Context: an optimization exercise on an open-source flow, tuned for small area, a short achievable clock period and few clock cycles per item. The choices shown serve that exercise and are no tape-out recipe. Only simulation tests tie the RTL to the original design; equivalence was not proved. Power figures rest on the tool's default switching activity, not on a simulated workload.

==> flow/design.v (excerpt) <==
module signed_integer_to_radix_digits_unit #(
   parameter int MAX_BASE = sitrd_pkg::MAX_BASE
) (
   input  wire logic                                  clock,
   input  wire logic                                  reset,
   input  wire logic                                  req_tvalid,
   output logic                                       req_tready,
   input  wire logic signed [sitrd_pkg::NUM_W-1:0]    req_tdata,
   output logic                                       rsp_tvalid,
   input  wire logic                                  rsp_tready,
   output logic [sitrd_pkg::SYM_W-1:0]                rsp_tdata,
   output logic                                       rsp_tlast,
   output logic                                       rsp_tuser,
   input  wire logic                                  csr_psel,
   input  wire logic                                  csr_penable,
   input  wire logic                                  csr_pwrite,
   input  wire logic [sitrd_pkg::CSR_ADDR_W-1:0]      csr_paddr,
   input  wire logic [sitrd_pkg::CSR_DATA_W-1:0]      csr_pwdata,
   output logic [sitrd_pkg::CSR_DATA_W-1:0]           csr_prdata,
   output logic                                       csr_pready
);
Size in the first run: about 3100 cells after synthesis, about 400 flip-flops, about 190 I/O pins.
==> flow/config.mk <==
export PLATFORM = sky130hd
export DESIGN_NAME = signed_integer_to_radix_digits_unit
export DESIGN_NICKNAME = signed_integer_to_radix_digits_unit
export VERILOG_FILES = /design/flow/design.v
export SDC_FILE = /design/flow/constraint.sdc
export NUM_CORES = 4
export LEC_CHECK = 0
export CAP_MARGIN = 20
export CORE_MARGIN = 2
export CORE_UTILIZATION = 40
export CTS_BUF_LIST = sky130_fd_sc_hd__clkbuf_4 sky130_fd_sc_hd__clkbuf_8
export SETUP_SLACK_MARGIN = 5
export SLEW_MARGIN = 20
==> flow/constraint.sdc <==
create_clock -name core_clock -period 11.0 [get_ports {clock}]
set_input_delay 2.2000 -clock core_clock [delete_from_list [all_inputs] [get_ports {clock}]]
set_output_delay 2.2000 -clock core_clock [all_outputs]
set_load 0.01 [all_outputs]
run.sh (not shown) runs the stock make flow with config.mk's settings and CLKGATE_MAP_FILE= SYNTH_SCRIPT=/design/flow/synth_recipe.tcl, a recipe that flattens the netlist after the stock synthesis.
Testbench counts at the start, summed over its fixed seeds: cycles 44,716, items 4,800.
Then changed:
--- a/flow/design.v
+++ b/flow/design.v
@@ -184,27 +184,21 @@
             vin[c] = vreg[c+1];
             zin[c] = zreg[c+1];
          end
       end
    end
    always_comb begin
       for (int c = 0; c < NC; c++) begin
-         logic [3:0] rr, kk;
-         logic [2:0] dm;
-         logic       bb, ge, bw0, bw1;
+         logic [3:0] rr;
+         logic [5:0] sm;
          rr = rin[c];
          for (int i = CH - 1; i >= 0; i--) begin
-            bb  = x_ff[c * CH + i];
-            kk  = bb ? cfg_k1 : cfg_k0;
-            ge  = (rr[3] & ~kk[3]) | (~(rr[3] ^ kk[3]) & ((rr[2] & ~kk[2]) | (~(rr[2] ^ kk[2]) & ((rr[1] & ~kk[1]) | (~(rr[1] ^ kk[1]) & (rr[0] | ~kk[0]))))));
-            bw0 = ~rr[0] & kk[0];
-            bw1 = (~rr[1] & kk[1]) | (~(rr[1] ^ kk[1]) & bw0);
-            dm  = {rr[2] ^ kk[2] ^ bw1, rr[1] ^ kk[1] ^ bw0, rr[0] ^ kk[0]};
-            qb[c][i] = ge;
-            rr = ge ? {dm, bb ^ cfg_n0} : {rr[2:0], bb};
+            sm = {1'b0, rr, x_ff[c * CH + i]} + {1'b0, cfg_negn};
+            qb[c][i] = sm[5];
+            rr = sm[5] ? sm[3:0] : {rr[2:0], x_ff[c * CH + i]};
          end
          rout[c] = rr;
       end
    end
    logic [XW-1:0] x_shr;
    logic [3:0]    pdigit;
    always_comb begin
After rerunning: The new run completed with no timing, DRC or antenna violations; final area goes up by 3.4%; critical path depth is higher by 4; utilization grows by 2.5 points; global-route usage came out lower by 2.3 points; clock power goes down by about 5%; final cell count went up by 2.6%; non-clock buffer count increases by 90; register-to-register slack gets worse by 0.38 ns; first-iteration DRC count decreases by 7.3%.
Testbench counts after the change, summed over its fixed seeds: cycles 44,716, items 4,800.

signed_integer_to_radix_digits_unit, a different RTL version from the one above (not shown whole).
Size in the first run: ~190 I/O pins, ~31000 µm² of cells after synthesis.
make LEC_CHECK=0 CAP_MARGIN=20 CORE_MARGIN=2 CORE_UTILIZATION=40 SETUP_SLACK_MARGIN=5 SLEW_MARGIN=20 finish   # period 11.0 ns
Testbench counts at the start, summed over its fixed seeds: cycles 42,637, items 4,800.
==> next run, changes <==
--- a/flow/design.v
+++ b/flow/design.v
@@ -221,21 +221,21 @@
          two        = (x_shr1 != '0);
          last_digit = (x_shr2 == '0);
       end else begin
          dvalid     = vin[0];
          two        = 1'b0;
          last_digit = !zin[0] && ({rin[0], x_ff[CH-1:0]} < (CH+4)'(cfg_n));
       end
    end
    assign stall    = dvalid && !q_free;
    assign c_finish = dvalid && q_free && last_digit;
-   assign o_free   = !o_valid || (rsp_tready && rsp_tlast);
+   assign o_free   = !s_valid || (out_load && s_last);
    assign q1_to_s  = q1_full && o_free && !chk_busy;
    assign q1_free  = !q1_full || q1_to_s;
    assign q_to_q1  = q_full && q1_free;
    assign q_free   = !q_full || q_to_q1;
    assign req_tready = !c_busy || c_finish;
    logic [31:0]   mag32;
    logic [XW-1:0] mag_in;
    logic [NC-1:0] top_in;
    always_comb begin
       mag32  = req_tdata[31] ? (32'd0 - req_tdata) : req_tdata;
@@ -309,51 +309,67 @@
       if (reset) qcnt_ff <= '0;
       if (c_finish) q_neg <= neg_c;
       if (q_to_q1) begin
          q1_ff  <= q_ff;
          q1cnt  <= qcnt_ff;
          q1_neg <= q_neg;
       end
    end
    logic [QW-1:0] s_ff;
    logic [5:0]    ocnt;
-   logic          osign, oerr, o_valid;
+   logic          osign, oerr, s_valid;
    logic [3:0]    o_digit;
+   logic [7:0]    s_byte;
+   logic          s_last;
+   logic          out_load;
+   logic          o_valid;
+   logic [7:0]    out_data;
+   logic          out_last, out_user;
    always_comb begin
       case (cfg_wm1)
          2'd0:    o_digit = {3'b0, s_ff[QW-1]};
          2'd1:    o_digit = {2'b0, s_ff[QW-1:QW-2]};
          2'd2:    o_digit = {1'b0, s_ff[QW-1:QW-3]};
          default: o_digit = s_ff[QW-1:QW-4];
       endcase
    end
    assign sym_idx  = chk_busy ? chk_k : o_digit;
+   assign s_byte   = oerr ? 8'h00 : osign ? sitrd_pkg::SYM_MINUS : sym_out;
+   assign s_last   = oerr || (!osign && ocnt == 6'd1);
+   assign out_load = s_valid && (!o_valid || rsp_tready);
    assign rsp_tvalid = o_valid;
-   assign rsp_tdata  = oerr ? 8'h00 : osign ? sitrd_pkg::SYM_MINUS : sym_out;
-   assign rsp_tlast  = oerr || (!osign && ocnt == 6'd1);
-   assign rsp_tuser  = oerr;
+   assign rsp_tdata  = out_data;
+   assign rsp_tlast  = out_last;
+   assign rsp_tuser  = out_user;
    always_ff @(posedge clock) begin
       if (reset) begin
          o_valid <= 1'b0;
-      end else if (q1_to_s) begin
-         o_valid <= 1'b1;
-      end else if (o_valid && rsp_tready && rsp_tlast) begin
-         o_valid <= 1'b0;
+         s_valid <= 1'b0;
+      end else begin
+         if (out_load)        o_valid <= 1'b1;
+         else if (rsp_tready) o_valid <= 1'b0;
+         if (q1_to_s)                 s_valid <= 1'b1;
+         else if (out_load && s_last) s_valid <= 1'b0;
       end
    end
    always_ff @(posedge clock) begin
+      if (out_load) begin
+         out_data <= s_byte;
+         out_last <= s_last;
+         out_user <= oerr;
+      end
       if (q1_to_s) begin
          s_ff  <= q1_ff;
          ocnt  <= q1cnt;
          osign <= q1_neg && alpha_ok;
          oerr  <= !alpha_ok;
-      end else if (o_valid && rsp_tready) begin
+      end else if (out_load) begin
          if (osign) begin
             osign <= 1'b0;
          end else begin
             case (cfg_wm1)
                2'd0:    s_ff <= {s_ff[QW-2:0], 1'b0};
                2'd1:    s_ff <= {s_ff[QW-3:0], 2'b0};
                2'd2:    s_ff <= {s_ff[QW-4:0], 3'b0};
                default: s_ff <= {s_ff[QW-5:0], 4'b0};
             endcase
             ocnt <= ocnt - 6'd1;
Result: Routed wire length falls by 4.3%. Via count falls by 0.75%. Worst setup slack gets worse by 0.20 ns. Sequential power rises by about 2%. Maximum frequency falls by 3.0%. Final cell count barely changes.
Testbench counts after the change, summed over its fixed seeds: cycles 42,685, items 4,800.

## old
Another version of the RTL of signed_integer_to_radix_digits_unit (not shown whole).
Size in the first run: roughly 3,200 cells after synthesis, about 190 I/O pins, about 0.030 mm2 of cells after synthesis.
make LEC_CHECK=0 CAP_MARGIN=20 CORE_MARGIN=2 CORE_UTILIZATION=40 CTS_BUF_LIST='sky130_fd_sc_hd__clkbuf_4 sky130_fd_sc_hd__clkbuf_8' SETUP_SLACK_MARGIN=5 SLEW_MARGIN=20 finish   # period 11.0 ns
Testbench counts of old, summed over its fixed seeds: cycles 45,341, items 4,800.
What new does differently from old at the input level:
--- a/flow/design.v
+++ b/flow/design.v
@@ -159,24 +159,24 @@
    logic          c_busy;
    logic [NC-1:0] top_ff;      
    logic [3:0]    rreg [1:NC-1];
    logic          vreg [1:NC-1];
    logic          zreg [1:NC-1];
    logic [3:0]    rin  [0:NC-1];
    logic          vin  [0:NC-1];
    logic          zin  [0:NC-1];
    logic [3:0]    rout [0:NC-1];
    logic [4:0]    qb   [0:NC-1];
-   logic [QW-1:0] q_ff, q1_ff;
-   logic [5:0]    qcnt_ff, q1cnt;
-   logic          q_full, q1_full, q_neg, q1_neg;
-   logic          q_to_q1, q1_to_s, q_free, q1_free, o_free;
+   logic [QW-1:0] q_ff, q1_ff, q2_ff;
+   logic [5:0]    qcnt_ff, q1cnt, q2cnt;
+   logic          q_full, q1_full, q2_full, q_neg, q1_neg, q2_neg;
+   logic          q_to_q1, q1_to_q2, q2_to_s, q_free, q1_free, q2_free, o_free;
    always_comb begin
       for (int c = 0; c < NC; c++) begin
          if (top_ff[c] || c == NC - 1) begin
             rin[c] = '0;
             vin[c] = top_ff[c] && c_busy && !cfg_pow2;
             zin[c] = 1'b0;
          end else begin
             rin[c] = rreg[c+1];
             vin[c] = vreg[c+1];
             zin[c] = zreg[c+1];
@@ -232,47 +232,52 @@
          dvalid     = c_busy;
          last_digit = (x_shr == '0);
       end else begin
          dvalid     = vin[0];
          last_digit = !zin[0] && ({rin[0], x_ff[2:0]} < 7'(cfg_n));
       end
    end
    assign stall    = dvalid && !q_free;
    assign c_finish = dvalid && q_free && last_digit;
    assign o_free   = !s_valid || (out_load && s_last);
-   assign q1_to_s  = q1_full && o_free && !chk_busy;
-   assign q1_free  = !q1_full || q1_to_s;
+   assign q2_to_s  = q2_full && o_free && !chk_busy;
+   assign q2_free  = !q2_full || q2_to_s;
+   assign q1_to_q2 = q1_full && q2_free;
+   assign q1_free  = !q1_full || q1_to_q2;
    assign q_to_q1  = q_full && q1_free;
    assign q_free   = !q_full || q_to_q1;
    assign req_tready = !c_busy || (dvalid && last_digit && !q_full);
    logic [31:0]   mag32;
    logic [XW-1:0] mag_in;
    logic [NC-1:0] top_in;
    always_comb begin
       mag32  = req_tdata[31] ? (32'd0 - req_tdata) : req_tdata;
       mag_in = XW'(mag32);
       top_in = '0;
       for (int c = NC - 1; c >= 0; c--)
          if (top_in == '0 && (c == 0 || |(mag_in >> ((c == 0) ? 0 : 4 * c - 1)))) top_in[c] = 1'b1;
    end
    always_ff @(posedge clock) begin
       if (reset) begin
          c_busy  <= 1'b0;
          q_full  <= 1'b0;
          q1_full <= 1'b0;
+         q2_full <= 1'b0;
       end else begin
          if (req_tvalid && req_tready) c_busy <= 1'b1;
          else if (c_finish)            c_busy <= 1'b0;
          if (c_finish)     q_full <= 1'b1;
          else if (q_to_q1) q_full <= 1'b0;
-         if (q_to_q1)      q1_full <= 1'b1;
-         else if (q1_to_s) q1_full <= 1'b0;
+         if (q_to_q1)       q1_full <= 1'b1;
+         else if (q1_to_q2) q1_full <= 1'b0;
+         if (q1_to_q2)      q2_full <= 1'b1;
+         else if (q2_to_s)  q2_full <= 1'b0;
       end
    end
    always_ff @(posedge clock) begin
       if (req_tvalid && req_tready) begin
          x_ff   <= mag_in;
          top_ff <= top_in;
          neg_c  <= req_tdata[31];
       end else if (c_busy && !stall) begin
          if (cfg_pow2) begin
             x_ff <= x_shr;
@@ -308,20 +313,25 @@
       end else if (q_to_q1) begin
          qcnt_ff <= '0;
       end
       if (reset) qcnt_ff <= '0;
       if (c_finish) q_neg <= neg_c;
       if (q_to_q1) begin
          q1_ff  <= q_ff;
          q1cnt  <= qcnt_ff;
          q1_neg <= q_neg;
       end
+      if (q1_to_q2) begin
+         q2_ff  <= q1_ff;
+         q2cnt  <= q1cnt;
+         q2_neg <= q1_neg;
+      end
    end
    logic [QW-1:0] s_ff;
    logic [5:0]    ocnt;
    logic          osign, oerr, s_valid;
    logic [3:0]    o_digit;
    logic [7:0]    s_byte;
    logic          s_last;
    logic          out_load;
    logic          o_valid;
    logic [7:0]    out_data;
@@ -342,34 +352,34 @@
    assign rsp_tdata  = out_data;
    assign rsp_tlast  = out_last;
    assign rsp_tuser  = out_user;
    always_ff @(posedge clock) begin
       if (reset) begin
          o_valid <= 1'b0;
          s_valid <= 1'b0;
       end else begin
          if (out_load)        o_valid <= 1'b1;
          else if (rsp_tready) o_valid <= 1'b0;
-         if (q1_to_s)                 s_valid <= 1'b1;
+         if (q2_to_s)                 s_valid <= 1'b1;
          else if (out_load && s_last) s_valid <= 1'b0;
       end
    end
    always_ff @(posedge clock) begin
       if (out_load) begin
          out_data <= s_byte;
          out_last <= s_last;
          out_user <= oerr;
       end
-      if (q1_to_s) begin
-         s_ff  <= q1_ff;
-         ocnt  <= q1cnt;
-         osign <= q1_neg && alpha_ok;
+      if (q2_to_s) begin
+         s_ff  <= q2_ff;
+         ocnt  <= q2cnt;
+         osign <= q2_neg && alpha_ok;
          oerr  <= !alpha_ok;
       end else if (out_load) begin
          if (osign) begin
             osign <= 1'b0;
          end else begin
             case (cfg_wm1)
                2'd0:    s_ff <= {s_ff[QW-2:0], 1'b0};
                2'd1:    s_ff <= {s_ff[QW-3:0], 2'b0};
                2'd2:    s_ff <= {s_ff[QW-4:0], 3'b0};
                default: s_ff <= {s_ff[QW-5:0], 4'b0};
### Flow results
Multi-input logic portion of the cell area: new lower than old
Measured against each other, old and new differ in detailed-placement wirelength estimate, the higher figure coming from new.
Comparing old and new, the lower non-clock buffer count was measured on new.
new ends up with a number of tap cells added at floorplan that is about 8% higher than in old.
The final reports for new and old show combinational fraction of design power lower in the former.
Testbench counts of new, summed over its fixed seeds: cycles 43,710, items 4,800.

[static timing again, ports no longer ideal]
In the flow no input, the clock included, has a driving cell. The finished layouts below were timed again as built, in two steps. Step 1 (the two cells are an assumption about what drives the block):
set clk [get_ports {clock}]
set_driving_cell -lib_cell sky130_fd_sc_hd__clkbuf_16 $clk
set_driving_cell -lib_cell sky130_fd_sc_hd__buf_2 [delete_from_list [all_inputs] $clk]
Step 2 adds t to the input delays and takes it off the output delays; t is the mean of the earliest and latest rising clock arrival at the registers after step 1. Input paths then give back, and output paths get back, about the clock's delay inside the block. a / b / c = no drivers / after step 1 / after step 2; a / b = the first two.
| run | t (ns) | setup WS [ns] | worst hold slack (ns) | slew at the worst register clock pin (ns) | worst slew at a driven data input, ns |
|---|---|---|---|---|---|
| the first run of note 1 | 0.756 | 4.767 / 4.767 / 4.521 | 0.425 / 0.425 / 0.425 | 0.07 / 0.07 | 0.06 |
| the second run of note 1 | 0.723 | 4.390 / 4.390 / 4.390 | 0.424 / 0.424 / 0.424 | 0.07 / 0.07 | 0.06 |
| the first run of note 2 | 0.665 | 4.665 / 4.665 / 4.665 | 0.422 / 0.422 / 0.422 | 0.07 / 0.07 | 0.07 |
| the second run of note 2 | 0.676 | 4.468 / 4.468 / 4.468 | 0.424 / 0.424 / 0.424 | 0.07 / 0.07 | 0.07 |
| old | 0.724 | 4.987 / 4.987 / 4.509 | 0.424 / 0.424 / 0.424 | 0.07 / 0.07 | 0.10 |
| new | 0.735 | 5.062 / 5.001 / 4.455 | 0.406 / 0.406 / 0.406 | 0.07 / 0.07 | 0.07 |
After both steps every run listed still meets setup and hold. The setup slack of new, which loses most, moves by -0.061 ns with the drivers and by -0.607 ns with both steps.
